This design comes from an exercise in tuning for small area and few clock cycles on the open sky130 flow, not from production work. In this exercise RTL edits were held to simulation tests only and were not proved equivalent to the original. Power is estimated from default activity; no workload was simulated.

==> flow/design.v (excerpt) <==
module seven_bit_framed_sensor_packet_decoder (
    input  logic                i_clk,
    input  logic                i_rst_n,
    input  logic                i_cfg_we,
    input  logic [0:0]          i_cfg_addr,
    input  logic [7:0]          i_cfg_data,
    input  logic                i_in_valid,
    output logic                o_in_ready,
    input  logic [7:0]          i_rx_byte,
    output logic                o_out_valid,
    input  logic                i_out_ready,
    output logic [1:0]          o_status,
    output logic                o_packet_kind,
    output logic [3:0]          o_word_index,
    output logic signed [15:0]  o_word_value,
    output logic [3:0]          o_fraction_bits,
    output logic                o_last_flag
);
For scale: roughly 610 cells after synthesis, roughly 200 flip-flops, roughly 8000 µm² of cells after synthesis.
Settings: LEC_CHECK=0, CAP_MARGIN=10, CORE_MARGIN=2, CORE_UTILIZATION=75, SLEW_MARGIN=10; clock period 5.0 ns.
standard.sh (not shown) runs the stock make flow with config.mk's settings and CLKGATE_MAP_FILE= SYNTH_SCRIPT=/design/flow/synth_recipe.tcl, a recipe that flattens the netlist after the stock synthesis.
==> flow/flow/run.sh <==
#!/bin/bash
# Layout flow: the standard flow (standard.sh) with
#  - synthesis mapping the logic through a stronger ABC area script, without
#    ORFS's hard adder cells (flip-flops are mapped before ABC, as in the standard flow's);
#  - port buffers of the smallest buffer cell;
#  - a clock tree of clkbuf_8 leaves without dummy loads.
set -euo pipefail
here=$PWD
export BUFFER_PORTS_ARGS="-buffer_cell sky130_fd_sc_hd__buf_1"
export CTS_ARGS="-sink_clustering_enable -repair_clock_nets -dont_use_dummy_load -buf_list sky130_fd_sc_hd__clkbuf_8 -sink_clustering_size 25 -sink_clustering_max_diameter 80"
sed -e "s#SYNTH_SCRIPT=[^ ]*#SYNTH_SCRIPT=$here/flow/area_synth.tcl ADDER_MAP_FILE=#" standard.sh > area_standard.sh
bash area_standard.sh > area_standard.log 2>&1
==> flow/flow/abc_area.script <==
strash
&get -n
&fraig -x
&put
dc2
strash
&get -n
&dch -f
&nf -R 1000
&put
buffer -c
topo
stime -c
dnsize -c
==> flow/flow/area_synth.tcl <==
# The standard flow's synthesis script (synth_recipe.tcl), with ABC run on a stronger area script;
# flip-flops are mapped before ABC runs, so they are the same as the standard flow's.
proc synth {args} { yosys synth -nofsm -noshare {*}$args }
set ::area_abc_script [file join [file dirname [file normalize [info script]]] abc_area.script]

proc abc {args} {
  set i [lsearch -exact $args -script]
  if { $i >= 0 } {
    lset args [expr {$i + 1}] $::area_abc_script
  }
  set i [lsearch -exact $args -D]
  if { $i >= 0 } {
    set args [lreplace $args $i [expr {$i + 1}]]
  }
  yosys abc {*}$args
}
source $::env(SCRIPTS_DIR)/synth.tcl
# left out here: clear keep_hierarchy, flatten, clean up, hide names made inside functions, write 1_2_yosys.v
Testbench counts at the start, summed over its fixed seeds: cycles 7,295.
Then changed:
--- a/flow/flow/run.sh
+++ b/flow/flow/run.sh
@@ -10 +10 @@
-export CTS_ARGS="-sink_clustering_enable -repair_clock_nets -dont_use_dummy_load -buf_list sky130_fd_sc_hd__clkbuf_8 -sink_clustering_size 25 -sink_clustering_max_diameter 80"
+export CTS_ARGS="-sink_clustering_enable -repair_clock_nets -dont_use_dummy_load -buf_list sky130_fd_sc_hd__clkbuf_8 -sink_clustering_size 20 -sink_clustering_max_diameter 60"
--- a/flow/flow/abc_area.script
+++ b/flow/flow/abc_area.script
@@ -13,0 +14 @@
+upsize -c
- CAP_MARGIN: 10 -> 20
- CORE_UTILIZATION: 75 -> 60
- SLEW_MARGIN: 10 -> 20
After rerunning: Worst hold slack degrades by 0.022 ns. Die area increases by 26%. Design area increases by 2.2%. Wire length decreases by 6.3%. Final cell count increases by 5.7%. Clock skew increases by 0.018 ns. Worst setup slack improves by 0.69 ns.
Then changed:
--- a/flow/flow/run.sh
+++ b/flow/flow/run.sh
@@ -10 +10 @@
-export CTS_ARGS="-sink_clustering_enable -repair_clock_nets -dont_use_dummy_load -buf_list sky130_fd_sc_hd__clkbuf_8 -sink_clustering_size 20 -sink_clustering_max_diameter 60"
+export CTS_ARGS="-sink_clustering_enable -repair_clock_nets -dont_use_dummy_load -buf_list sky130_fd_sc_hd__clkbuf_8 -sink_clustering_size 25 -sink_clustering_max_diameter 80"
==> flow/flow/abc_area.script (replaced) <==
strash
dc2
strash
&get -n
&fraig -x
&put
strash
dch -f
amap
topo
buffer -c
upsize -c
dnsize -c
- CORE_UTILIZATION: 60 -> 70
=>
- sequential power stays flat
- register-to-register slack degrades by 0.46 ns
- routed wire length grows by about 9%
- worst setup slack loses 0.46 ns
- total power grows by about 0.9%
- combinational power rises by about 7%
- count of clock-buffer cells in the layout is unchanged
- via count climbs by 5.8%
- final cell count drops by 4.2%
- global-route usage climbs by 6.5 points
- clock skew hardly moves

## static timing again, ports no longer ideal
Ports are ideal in the flow. The routed layouts listed here were re-timed in OpenROAD.
Step 1: set_driving_cell puts a clkbuf_16 on i_clk and a buf_2 on each other input, an assumption about the parent block.
Step 2 adds t to the input delays and takes it off the output delays; t is the mean of the earliest and latest rising clock arrival at the registers after step 1. Input paths then give back, and output paths get back, about the clock's delay inside the block.
Slacks: no drivers / after step 1 / after step 2; pairs: no drivers / after step 1.
| run | shift t [ns] | setup WS [ns] | latest minus earliest clock arrival (ns) | cell pins on the clock port's net |
|---|---|---|---|---|
| the first run | 0.476 | 0.190 / 0.190 / 0.190 | 0.019 / 0.018 | 1 |
| the second run | 0.480 | 0.885 / 0.885 / 0.885 | 0.036 / 0.036 | 1 |
| the third run | 0.483 | 0.424 / 0.424 / 0.424 | 0.039 / 0.039 | 1 |
After both steps every run listed still meets setup and hold.
